This design comes from an exercise in tuning for small area and few clock cycles per item on the open sky130 flow, not from production work. At most, simulation tests tie the RTL to the original design; equivalence was not proved. Only the layout flow was run in run 2; the RTL was not checked for function there.

==> flow/design.v, too long to show whole: its modules and the start of the top module <==
// module fp_mult_pipe: 1186 lines
// module fp_mult_fa: 10 lines
// module fp_mult_ha: 9 lines
module fp_mult_pipe #(
  parameter int unsigned EXP_W = 8,
  parameter int unsigned MAN_W = 23,
  parameter int unsigned TAG_W = 4
) (
  input  logic                   clk,
  input  logic                   rstn,
  input  logic                   in_valid,
  output logic                   in_ready,
  input  logic [EXP_W+MAN_W:0]   a,
  input  logic [EXP_W+MAN_W:0]   b,
  input  logic [TAG_W-1:0]       in_tag,
  output logic                   out_valid,
  input  logic                   out_ready,
  output logic [EXP_W+MAN_W:0]   result,
  output logic [TAG_W-1:0]       out_tag,
  output logic [3:0]             flags
);
  // ...
==> flow/flow/run.sh <==
#!/bin/bash
# Standard ORFS layout, with plain buffers on the ports instead of the delay cell buffer_ports
# picks, and with the synthesis buffers removed at floorplan so repair_design rebuffers.
set -euo pipefail
bash standard.sh BUFFER_PORTS_ARGS="-buffer_cell sky130_fd_sc_hd__buf_1" REMOVE_ABC_BUFFERS=1  finish > make.log 2>&1
==> flow/standard.sh <==
#!/bin/bash
# synth_recipe.tcl (not shown) runs the flow's synth.tcl, then flattens the netlist and writes it again
# the make line also repeats each setting of config.mk as NAME=value (left out here)
make -C /OpenROAD-flow-scripts/flow DESIGN_CONFIG=/design/flow/config.mk WORK_HOME=/design/flow/orfs CLKGATE_MAP_FILE= SYNTH_SCRIPT=/design/flow/synth_recipe.tcl "${@:-finish}"
==> flow/config.mk <==
export PLATFORM = sky130hd
export DESIGN_NAME = fp_mult_pipe
export DESIGN_NICKNAME = fp_mult_pipe
export VERILOG_FILES = /design/flow/design.v
export SDC_FILE = /design/flow/constraint.sdc
export NUM_CORES = 4
export LEC_CHECK = 0
export ABC_AREA = 1
export CAP_MARGIN = 20
export CORE_MARGIN = 2
export CORE_UTILIZATION = 40
export CTS_BUF_LIST = sky130_fd_sc_hd__clkbuf_8
export GPL_TIMING_DRIVEN = 0
export SETUP_SLACK_MARGIN = 0.02
export SLEW_MARGIN = 20
export SYNTH_HIERARCHICAL = 1
export SYNTH_MINIMUM_KEEP_SIZE = 0
==> flow/constraint.sdc <==
create_clock -name core_clock -period 7.0 [get_ports {clk}]
set_input_delay 1.4000 -clock core_clock [delete_from_list [all_inputs] [get_ports {clk}]]
set_output_delay 1.4000 -clock core_clock [all_outputs]
set_load 0.01 [all_outputs]
==> flow_metrics.env, run 1 <==
export IMPL_hold_slack_ns=0.7668
export IMPL_cts_hold_buf=0
export IMPL_io_pin_count=114
export IMPL_syn_to_final_growth_pct=8.725
export IMPL_final_worst_clock_skew_ns=0.004861
export IMPL_finalMaxSlewViolations=0
export IMPL_layout_clock_cell_area_share_pct=0.5150
export IMPL_max_clock_freq_ghz=0.1472
export IMPL_postSynthRegisterBits=46
export IMPL_yosys_cell_count_top_type="sky130_fd_sc_hd__xor2_1"
export IMPL_grt_met1_usage_pct=33.81
export IMPL_insertion_delay_ns=0.31
export IMPL_netlist_top_cells_area="sky130_fd_sc_hd__fa_1 (33%), sky130_fd_sc_hd__xor2_1 (15%), sky130_fd_sc_hd__o22ai_1 (10%)"
export IMPL_multi_input_area_share_pct=79.26
export IMPL_num_vias=14610
export IMPL_final_hold_violation_count=0
export IMPL_layout_area_seq_um2=1376
export IMPL_result_of_the_run="no timing/DRC/antenna violations"
export IMPL_effective_utilization_at_floorplan_pct=40.49
export IMPL_die_width_um=204.6
export IMPL_timing_hold_worst_class="reg -> reg"
export IMPL_max_slew_worst_pin_slew_ns=0.9549
export IMPL_layout_area_top_class="multi-input combinational cells"
export IMPL_synth_yosys_seq_area_share_pct=8.554
export IMPL_yosysTopAreaCell="sky130_fd_sc_hd__fa_1"
export IMPL_place_inst=2423
Testbench counts, summed over its fixed seeds: cycles 16,008, items 16,000.
==> run 2, diff against run 1 <==
--- a/flow/design.v
+++ b/flow/design.v
@@ -1087,17 +1087,180 @@
   wire P0_3_738 = s2_641 & P0_2_736;
   wire G0_6_739 = G3_6_734 | (P3_6_735 & G0_3_737);
   wire P0_6_740 = P3_6_735 & P0_3_738;
   wire G0_11_741 = G6_11_730 | (P6_11_731 & G0_6_739);
   wire P0_11_742 = P6_11_731 & P0_6_740;
   wire G0_22_743 = G11_22_722 | (P11_22_723 & G0_11_741);
   wire P0_22_744 = P11_22_723 & P0_11_742;
   wire prod_c = G0_22_743;
-  wire [25:0] prod_hi = {c46_639, c45_638, c44_637, c43_636, c42_635, c41_634, c40_633, c39_632, c38_631, c37_630, c36_629, c35_628, c34_627, c33_626, c32_625, c31_624, c30_623, c29_622, c28_621, c27_620, c26_619, c25_618, c24_617, c23_616, c22_615, c21_614} + {1'b0, s46_639, s45_638, s44_637, s43_636, s42_635, s41_634, s40_633, s39_632, s38_631, s37_630, s36_629, s35_628, s34_627, s33_626, s32_625, s31_624, s30_623, s29_622, s28_621, s27_620, s26_619, s25_618, s24_617, s23_616, s22_615};
+  wire s22_745, c22_745;
+  fp_mult_ha u_s22_745 (.a(c21_614), .b(s22_615), .s(s22_745), .co(c22_745));
+  wire s23_746, c23_746;
+  fp_mult_ha u_s23_746 (.a(c22_615), .b(s23_616), .s(s23_746), .co(c23_746));
+  wire s24_747, c24_747;
+  fp_mult_ha u_s24_747 (.a(c23_616), .b(s24_617), .s(s24_747), .co(c24_747));
+  wire s25_748, c25_748;
+  fp_mult_ha u_s25_748 (.a(c24_617), .b(s25_618), .s(s25_748), .co(c25_748));
+  wire s26_749, c26_749;
+  fp_mult_ha u_s26_749 (.a(c25_618), .b(s26_619), .s(s26_749), .co(c26_749));
+  wire s27_750, c27_750;
+  fp_mult_ha u_s27_750 (.a(c26_619), .b(s27_620), .s(s27_750), .co(c27_750));
+  wire s28_751, c28_751;
+  fp_mult_ha u_s28_751 (.a(c27_620), .b(s28_621), .s(s28_751), .co(c28_751));
+  wire s29_752, c29_752;
+  fp_mult_ha u_s29_752 (.a(c28_621), .b(s29_622), .s(s29_752), .co(c29_752));
+  wire s30_753, c30_753;
+  fp_mult_ha u_s30_753 (.a(c29_622), .b(s30_623), .s(s30_753), .co(c30_753));
+  wire s31_754, c31_754;
+  fp_mult_ha u_s31_754 (.a(c30_623), .b(s31_624), .s(s31_754), .co(c31_754));
+  wire s32_755, c32_755;
+  fp_mult_ha u_s32_755 (.a(c31_624), .b(s32_625), .s(s32_755), .co(c32_755));
+  wire s33_756, c33_756;
+  fp_mult_ha u_s33_756 (.a(c32_625), .b(s33_626), .s(s33_756), .co(c33_756));
+  wire s34_757, c34_757;
+  fp_mult_ha u_s34_757 (.a(c33_626), .b(s34_627), .s(s34_757), .co(c34_757));
+  wire s35_758, c35_758;
+  fp_mult_ha u_s35_758 (.a(c34_627), .b(s35_628), .s(s35_758), .co(c35_758));
+  wire s36_759, c36_759;
+  fp_mult_ha u_s36_759 (.a(c35_628), .b(s36_629), .s(s36_759), .co(c36_759));
+  wire s37_760, c37_760;
+  fp_mult_ha u_s37_760 (.a(c36_629), .b(s37_630), .s(s37_760), .co(c37_760));
+  wire s38_761, c38_761;
+  fp_mult_ha u_s38_761 (.a(c37_630), .b(s38_631), .s(s38_761), .co(c38_761));
+  wire s39_762, c39_762;
+  fp_mult_ha u_s39_762 (.a(c38_631), .b(s39_632), .s(s39_762), .co(c39_762));
+  wire s40_763, c40_763;
+  fp_mult_ha u_s40_763 (.a(c39_632), .b(s40_633), .s(s40_763), .co(c40_763));
+  wire s41_764, c41_764;
+  fp_mult_ha u_s41_764 (.a(c40_633), .b(s41_634), .s(s41_764), .co(c41_764));
+  wire s42_765, c42_765;
+  fp_mult_ha u_s42_765 (.a(c41_634), .b(s42_635), .s(s42_765), .co(c42_765));
+  wire s43_766, c43_766;
+  fp_mult_ha u_s43_766 (.a(c42_635), .b(s43_636), .s(s43_766), .co(c43_766));
+  wire s44_767, c44_767;
+  fp_mult_ha u_s44_767 (.a(c43_636), .b(s44_637), .s(s44_767), .co(c44_767));
+  wire s45_768, c45_768;
+  fp_mult_ha u_s45_768 (.a(c44_637), .b(s45_638), .s(s45_768), .co(c45_768));
+  wire s46_769, c46_769;
+  fp_mult_ha u_s46_769 (.a(c45_638), .b(s46_639), .s(s46_769), .co(c46_769));
+  wire G23_770 = c23_746 | (s23_746 & c22_745);
+  wire P23_771 = s23_746 & s22_745;
+  wire G25_772 = c25_748 | (s25_748 & c24_747);
+  wire P25_773 = s25_748 & s24_747;
+  wire G27_774 = c27_750 | (s27_750 & c26_749);
+  wire P27_775 = s27_750 & s26_749;
+  wire G29_776 = c29_752 | (s29_752 & c28_751);
+  wire P29_777 = s29_752 & s28_751;
+  wire G31_778 = c31_754 | (s31_754 & c30_753);
+  wire P31_779 = s31_754 & s30_753;
+  wire G33_780 = c33_756 | (s33_756 & c32_755);
+  wire P33_781 = s33_756 & s32_755;
+  wire G35_782 = c35_758 | (s35_758 & c34_757);
+  wire P35_783 = s35_758 & s34_757;
+  wire G37_784 = c37_760 | (s37_760 & c36_759);
+  wire P37_785 = s37_760 & s36_759;
+  wire G39_786 = c39_762 | (s39_762 & c38_761);
+  wire P39_787 = s39_762 & s38_761;
+  wire G41_788 = c41_764 | (s41_764 & c40_763);
+  wire P41_789 = s41_764 & s40_763;
+  wire G43_790 = c43_766 | (s43_766 & c42_765);
+  wire P43_791 = s43_766 & s42_765;
+  wire G45_792 = c45_768 | (s45_768 & c44_767);
+  wire P45_793 = s45_768 & s44_767;
+  wire G47_794 = 1'b0 | (c46_639 & c46_769);
+  wire P47_795 = c46_639 & s46_769;
+  wire G25_796 = G25_772 | (P25_773 & G23_770);
+  wire P25_797 = P25_773 & P23_771;
+  wire G29_798 = G29_776 | (P29_777 & G27_774);
+  wire P29_799 = P29_777 & P27_775;
+  wire G33_800 = G33_780 | (P33_781 & G31_778);
+  wire P33_801 = P33_781 & P31_779;
+  wire G37_802 = G37_784 | (P37_785 & G35_782);
+  wire P37_803 = P37_785 & P35_783;
+  wire G41_804 = G41_788 | (P41_789 & G39_786);
+  wire P41_805 = P41_789 & P39_787;
+  wire G45_806 = G45_792 | (P45_793 & G43_790);
+  wire P45_807 = P45_793 & P43_791;
+  wire G29_808 = G29_798 | (P29_799 & G25_796);
+  wire P29_809 = P29_799 & P25_797;
+  wire G37_810 = G37_802 | (P37_803 & G33_800);
+  wire P37_811 = P37_803 & P33_801;
+  wire G45_812 = G45_806 | (P45_807 & G41_804);
+  wire P45_813 = P45_807 & P41_805;
+  wire G37_814 = G37_810 | (P37_811 & G29_808);
+  wire P37_815 = P37_811 & P29_809;
+  wire G45_816 = G45_812 | (P45_813 & G37_814);
+  wire P45_817 = P45_813 & P37_815;
+  wire G33_818 = G33_800 | (P33_801 & G29_808);
+  wire P33_819 = P33_801 & P29_809;
+  wire G41_820 = G41_804 | (P41_805 & G37_814);
+  wire P41_821 = P41_805 & P37_815;
+  wire G27_822 = G27_774 | (P27_775 & G25_796);
+  wire P27_823 = P27_775 & P25_797;
+  wire G31_824 = G31_778 | (P31_779 & G29_808);
+  wire P31_825 = P31_779 & P29_809;
+  wire G35_826 = G35_782 | (P35_783 & G33_818);
+  wire P35_827 = P35_783 & P33_819;
+  wire G39_828 = G39_786 | (P39_787 & G37_814);
+  wire P39_829 = P39_787 & P37_815;
+  wire G43_830 = G43_790 | (P43_791 & G41_820);
+  wire P43_831 = P43_791 & P41_821;
+  wire G47_832 = G47_794 | (P47_795 & G45_816);
+  wire P47_833 = P47_795 & P45_817;
+  wire G24_834 = c24_747 | (s24_747 & G23_770);
+  wire P24_835 = s24_747 & P23_771;
+  wire G26_836 = c26_749 | (s26_749 & G25_796);
+  wire P26_837 = s26_749 & P25_797;
+  wire G28_838 = c28_751 | (s28_751 & G27_822);
+  wire P28_839 = s28_751 & P27_823;
+  wire G30_840 = c30_753 | (s30_753 & G29_808);
+  wire P30_841 = s30_753 & P29_809;
+  wire G32_842 = c32_755 | (s32_755 & G31_824);
+  wire P32_843 = s32_755 & P31_825;
+  wire G34_844 = c34_757 | (s34_757 & G33_818);
+  wire P34_845 = s34_757 & P33_819;
+  wire G36_846 = c36_759 | (s36_759 & G35_826);
+  wire P36_847 = s36_759 & P35_827;
+  wire G38_848 = c38_761 | (s38_761 & G37_814);
+  wire P38_849 = s38_761 & P37_815;
+  wire G40_850 = c40_763 | (s40_763 & G39_828);
+  wire P40_851 = s40_763 & P39_829;
+  wire G42_852 = c42_765 | (s42_765 & G41_820);
+  wire P42_853 = s42_765 & P41_821;
+  wire G44_854 = c44_767 | (s44_767 & G43_830);
+  wire P44_855 = s44_767 & P43_831;
+  wire G46_856 = c46_769 | (s46_769 & G45_816);
+  wire P46_857 = s46_769 & P45_817;
+  wire sum23_858 = s23_746 ^ c22_745;
+  wire sum24_859 = s24_747 ^ G23_770;
+  wire sum25_860 = s25_748 ^ G24_834;
+  wire sum26_861 = s26_749 ^ G25_796;
+  wire sum27_862 = s27_750 ^ G26_836;
+  wire sum28_863 = s28_751 ^ G27_822;
+  wire sum29_864 = s29_752 ^ G28_838;
+  wire sum30_865 = s30_753 ^ G29_808;
+  wire sum31_866 = s31_754 ^ G30_840;
+  wire sum32_867 = s32_755 ^ G31_824;
+  wire sum33_868 = s33_756 ^ G32_842;
+  wire sum34_869 = s34_757 ^ G33_818;
+  wire sum35_870 = s35_758 ^ G34_844;
+  wire sum36_871 = s36_759 ^ G35_826;
+  wire sum37_872 = s37_760 ^ G36_846;
+  wire sum38_873 = s38_761 ^ G37_814;
+  wire sum39_874 = s39_762 ^ G38_848;
+  wire sum40_875 = s40_763 ^ G39_828;
+  wire sum41_876 = s41_764 ^ G40_850;
+  wire sum42_877 = s42_765 ^ G41_820;
+  wire sum43_878 = s43_766 ^ G42_852;
+  wire sum44_879 = s44_767 ^ G43_830;
+  wire sum45_880 = s45_768 ^ G44_854;
+  wire sum46_881 = s46_769 ^ G45_816;
+  wire sum47_882 = c46_639 ^ G46_856;
+  wire [25:0] prod_hi = {sum47_882, sum46_881, sum45_880, sum44_879, sum43_878, sum42_877, sum41_876, sum40_875, sum39_874, sum38_873, sum37_872, sum36_871, sum35_870, sum34_869, sum33_868, sum32_867, sum31_866, sum30_865, sum29_864, sum28_863, sum27_862, sum26_861, sum25_860, sum24_859, sum23_858, s22_745};
   logic [2:0] cls;
   always_comb begin
     if (nan)       cls = {1'b1, snan_a | snan_b, 1'b1};
     else if (ixz)  cls = 3'b111;
     else if (inf)  cls = 3'b110;
     else if (zero) cls = 3'b100;
     else           cls = 3'b000;
   end
==> flow/flow/run.sh (replaced) <==
#!/bin/bash
# Standard ORFS layout, with plain buffers on the ports instead of the delay cell buffer_ports
# picks, and with the synthesis buffers removed at floorplan so repair_design rebuffers.
set -euo pipefail
bash standard.sh BUFFER_PORTS_ARGS="-buffer_cell sky130_fd_sc_hd__buf_2" REMOVE_ABC_BUFFERS=1  finish > make.log 2>&1
==> run 2 against run 1 <==
  * Fmax barely moved
  * Setup slack got worse by 0.0013 ns
  * Highest routed layer is now met4
==> flow_metrics.env, run 2 <==
export IMPL_result_of_the_run="no timing/DRC/antenna violations"
export IMPL_fp_row_count=71
export IMPL_worst_path_largest_cell_delay_ns=0.53
export IMPL_grt_max_degree=34
export IMPL_cts_inserted_buffers=5
export IMPL_layout_drive_gt1_share_pct=20.73
export IMPL_whs_endpoint="r_v$_DFFE_PN0P_"
export IMPL_first_global_vias=14450
export IMPL_synth_cells_most_frequent="sky130_fd_sc_hd__xor2_1 (268), sky130_fd_sc_hd__o22ai_1 (266), sky130_fd_sc_hd__fa_1 (265)"
export IMPL_effective_utilization_at_floorplan_pct=40.84
export IMPL_drtPass1Iterations=7
export IMPL_synth_top_area_share_pct=34.33
export IMPL_setup_viol=0
export IMPL_cts_hold_buf=0
export IMPL_worst_path_cell_with_the_longest_stage_delay="sky130_fd_sc_hd__fa_1"
export IMPL_max_clock_freq_ghz=0.1471
export IMPL_insertion_delay_ns=0.31
export IMPL_netlist_top_cells_area="sky130_fd_sc_hd__fa_1 (34%), sky130_fd_sc_hd__xor2_1 (15%), sky130_fd_sc_hd__o22ai_1 (11%)"
export IMPL_rsz0062_at_grt="yes"
export IMPL_yosys_warnings=8
export IMPL_worst_setup_path_start_kind="input pin"
export IMPL_final_worst_clock_skew_ns=0.003634
export IMPL_routabilityCongestion=0.8668
export IMPL_synth_async_reset_ratio_pct=2.174
export IMPL_hold_path_startpoint="r_v$_DFFE_PN0P_"
export IMPL_synth_flop_cell="sky130_fd_sc_hd__edfxtp_1"
export IMPL_num_vias=14220
export IMPL_drt_vias_per_instance=6.233
export IMPL_fin_setup_tns_ns=0
export IMPL_drv_cap=0
export IMPL_clock_path_buffers=2
export IMPL_worstReg2RegEnd="r_c$_DFFE_PP_"
export IMPL_die_width_um=200.6
export IMPL_final_net_count=2199
export IMPL_synth_yosys_seq_area_share_pct=8.906
export IMPL_finalMaxSlewViolations=0
export IMPL_layout_min_cycle_time_ns=6.797
export IMPL_final_hold_violation_count=0
export IMPL_synthCells=1711
export IMPL_routed_wl_um=55510
export IMPL_worst_setup_path_type="in -> reg"
export IMPL_avgSynthCellArea_um2=9.032
export IMPL_synth_edf_count=45
export IMPL_worst_slew_margin_relative_to_its_limit_pct=32.27
export IMPL_most_frequent_standard_cell_in_the_layout_excluding_fill_and_tap_cells="sky130_fd_sc_hd__xor2_1"
export IMPL_worstRegToRegCells=2
export IMPL_worstHoldPathCells=2
export IMPL_grt_util_all_layers_pct=25.84
export IMPL_yosysTopAreaCell="sky130_fd_sc_hd__fa_1"
export IMPL_timing_hold_worst_class="reg -> reg"
export IMPL_clk_transition_reported_paths_ns=0.09
export IMPL_postSynthRegisterBits=46
export IMPL_placeableCoreArea_um2=37840
export IMPL_global_route_wire_length_before_repair_um=81920
export IMPL_clock_tree_htree_level_count=2
export IMPL_die_height_um=200.6
export IMPL_synthDistinctLibCells=52
export IMPL_clock_root_buffer="sky130_fd_sc_hd__clkbuf_8"
export IMPL_detailed_placer_s_ending_hpwl_um=34300
export IMPL_io_pin_count=114
export IMPL_fin_crit_sh_pct=97.10
export IMPL_antenna_cells_inserted=0
export IMPL_regMostFlops="r_p"
export IMPL_fp_dieArea_um2=40220
export IMPL_max_slew_worst_pin_slew_ns=1.007
export IMPL_number_of_antenna_violations_at_the_first_check_in_global_routing=0
export IMPL_path_max_fanout=28
export IMPL_r2r_setup_slack_ns=5.72
export IMPL_cts_tree="done"
export IMPL_drtIter0Drc=1718
export IMPL_r2r_start="r_v$_DFFE_PN0P_"
export IMPL_critical_path_required_ns=7.06
export IMPL_io_buffer_count=113
export IMPL_critical_path_endpoint_type="register"
export IMPL_yosys_cell_count_top_type="sky130_fd_sc_hd__xor2_1"
export IMPL_clock_sinks=46
export IMPL_critical_path_arrival_ns=6.86
export IMPL_syn_area_um2=15450
export IMPL_highest_count_cells_in_the_layout_ignoring_fill_and_taps="sky130_fd_sc_hd__xor2_1 (262), sky130_fd_sc_hd__fa_1 (260), sky130_fd_sc_hd__o22ai_1 (240), sky130_fd_sc_hd__nand2_1 (118), sky130_fd_sc_hd__buf_2 (102)"
export IMPL_drc=0
export IMPL_reg_top3="r_p (26), r_esum (9), r_tag (4)"
export IMPL_final_ant_viol_nets=0
export IMPL_syn_to_final_growth_pct=16.44
export IMPL_gr_total_overflow=0
export IMPL_routedWlPerCell_um=24.34
export IMPL_largest_register_ffs=26
-- run 2: worst max-delay path by stage --
stage	from	endpoint	depth (start not counted)
final	b[17]	r_p[23]$_DFFE_PP_	28
after detailed placement	b[11]	r_p[23]$_DFFE_PP_	29
after floorplan	b[1]	r_p[23]$_DFFE_PP_	27
after CTS	b[3]	r_p[23]$_DFFE_PP_	28
after global placement	b[11]	r_p[23]$_DFFE_PP_	29
after global routing	r_p[1]$_DFFE_PP_	result[13]	33
-- run 2: layer usage --
metal	global-route usage (%)	part of all wire [%]	up-vias
met5	0	0	-
met3	4.789	11	195
met1	34.93	40	7016
met2	41.27	45	1013
li1	-	-	5994
met4	9.788	3.9	0
-- run 2: critical path: cells and delay by family --
| kind | cells | cell delay (ns) |
|---|---|---|
| and+or+nand+nor | 14 | 1.68 |
| AOI/OAI and AO/OA | 3 | 0.46 |
| xor gates and xnor gates | 2 | 0.34 |
| adders and majority gates | 8 | 2.77 |
| buffers and inverters | 1 | 0.17 |
-- run 2: modules after synthesis (local to each module, per instance) --
module | area [um2] | cells | times used | flops+latches
fp_mult_fa | 20.02 | 1 | 262 | 0
fp_mult_ha | 12.51 | 1 | 64 | 0
fp_mult_pipe | 9408 | 1385 | 1 | 46
-- run 2: area by class of cell --
cell class,count,area [um2]
multi-input combinational,1424,14140
inverter,126,504.2
timing repair buffer,164,1235
fill,3556,19850
tap,511,639.4
sequential,46,1376
timing repair inverter,2,10.01
clock buffer,5,68.82
clock inverter,3,21.27
-- run 2: logic make-up after synthesis --
family                   count (synthesis)  synth area share, %
buffers and inverters                  259                6.542
AO/OA/AOI/OAI                          386                15.51
other                                    1              0.02427
flip-flops                              46                8.906
AND/OR/NAND/NOR                        372                10.73
adder cells (fa/ha/maj)                358                41.86
XOR/XNOR                               289                16.43
-- run 2: through the flow --
step / instances / setup slack (ns) / utilization (%) / hold slack [ns] / instance area [um2]
after floorplan: 1583 / 0.2642 / - / 1.104 / 14940
final: 2281 / 0.2030 / 47.55 / 0.7568 / 17990
after detailed placement: 2209 / -1.853 / 42.78 / 0.7557 / 16190
after CTS: 2238 / 0.03726 / 45.02 / 0.7766 / 17040
after global routing: 2281 / -0.07296 / 47.55 / 0.8305 / 17990
after global placement: 2207 / -1.719 / 42.66 / 1.176 / 16140
-- run 2: repair_timing --
action                     CTS  global route
gates resized for setup    135           111
setup endpoints to repair   60            45
pin swaps                   11            57
gates cloned                 5            12
setup buffers               16            31

-- port drivers added, routing unchanged --
The results above use ideal ports. As a check the final layouts listed here were re-extracted and re-timed, cells and wires unchanged. Step 1, drivers: a clkbuf_16 drives clk and a buf_2 each remaining input, both assumed. Step 2 also shifts input and output timing later by t, the mid clock arrival at the registers, as if the neighbouring blocks saw the same clock. Slacks: ideal ports / drivers / drivers and shift; pairs: ideal ports / drivers.
| run | t, ns | slack for setup (ns) | worst register clock-pin slew, ns |
|---|---|---|---|
| run 1 | 0.346 | 0.204 / 0.222 / -0.123 | 0.09 / 0.09 |
| run 2 | 0.339 | 0.203 / 0.143 / -0.196 | 0.09 / 0.09 |
Met with ideal ports but missed after step 2: setup timing in run 1 and run 2. For run 2, which loses most, drivers alone change the setup slack by -0.060 ns; drivers and shift together by -0.399 ns.
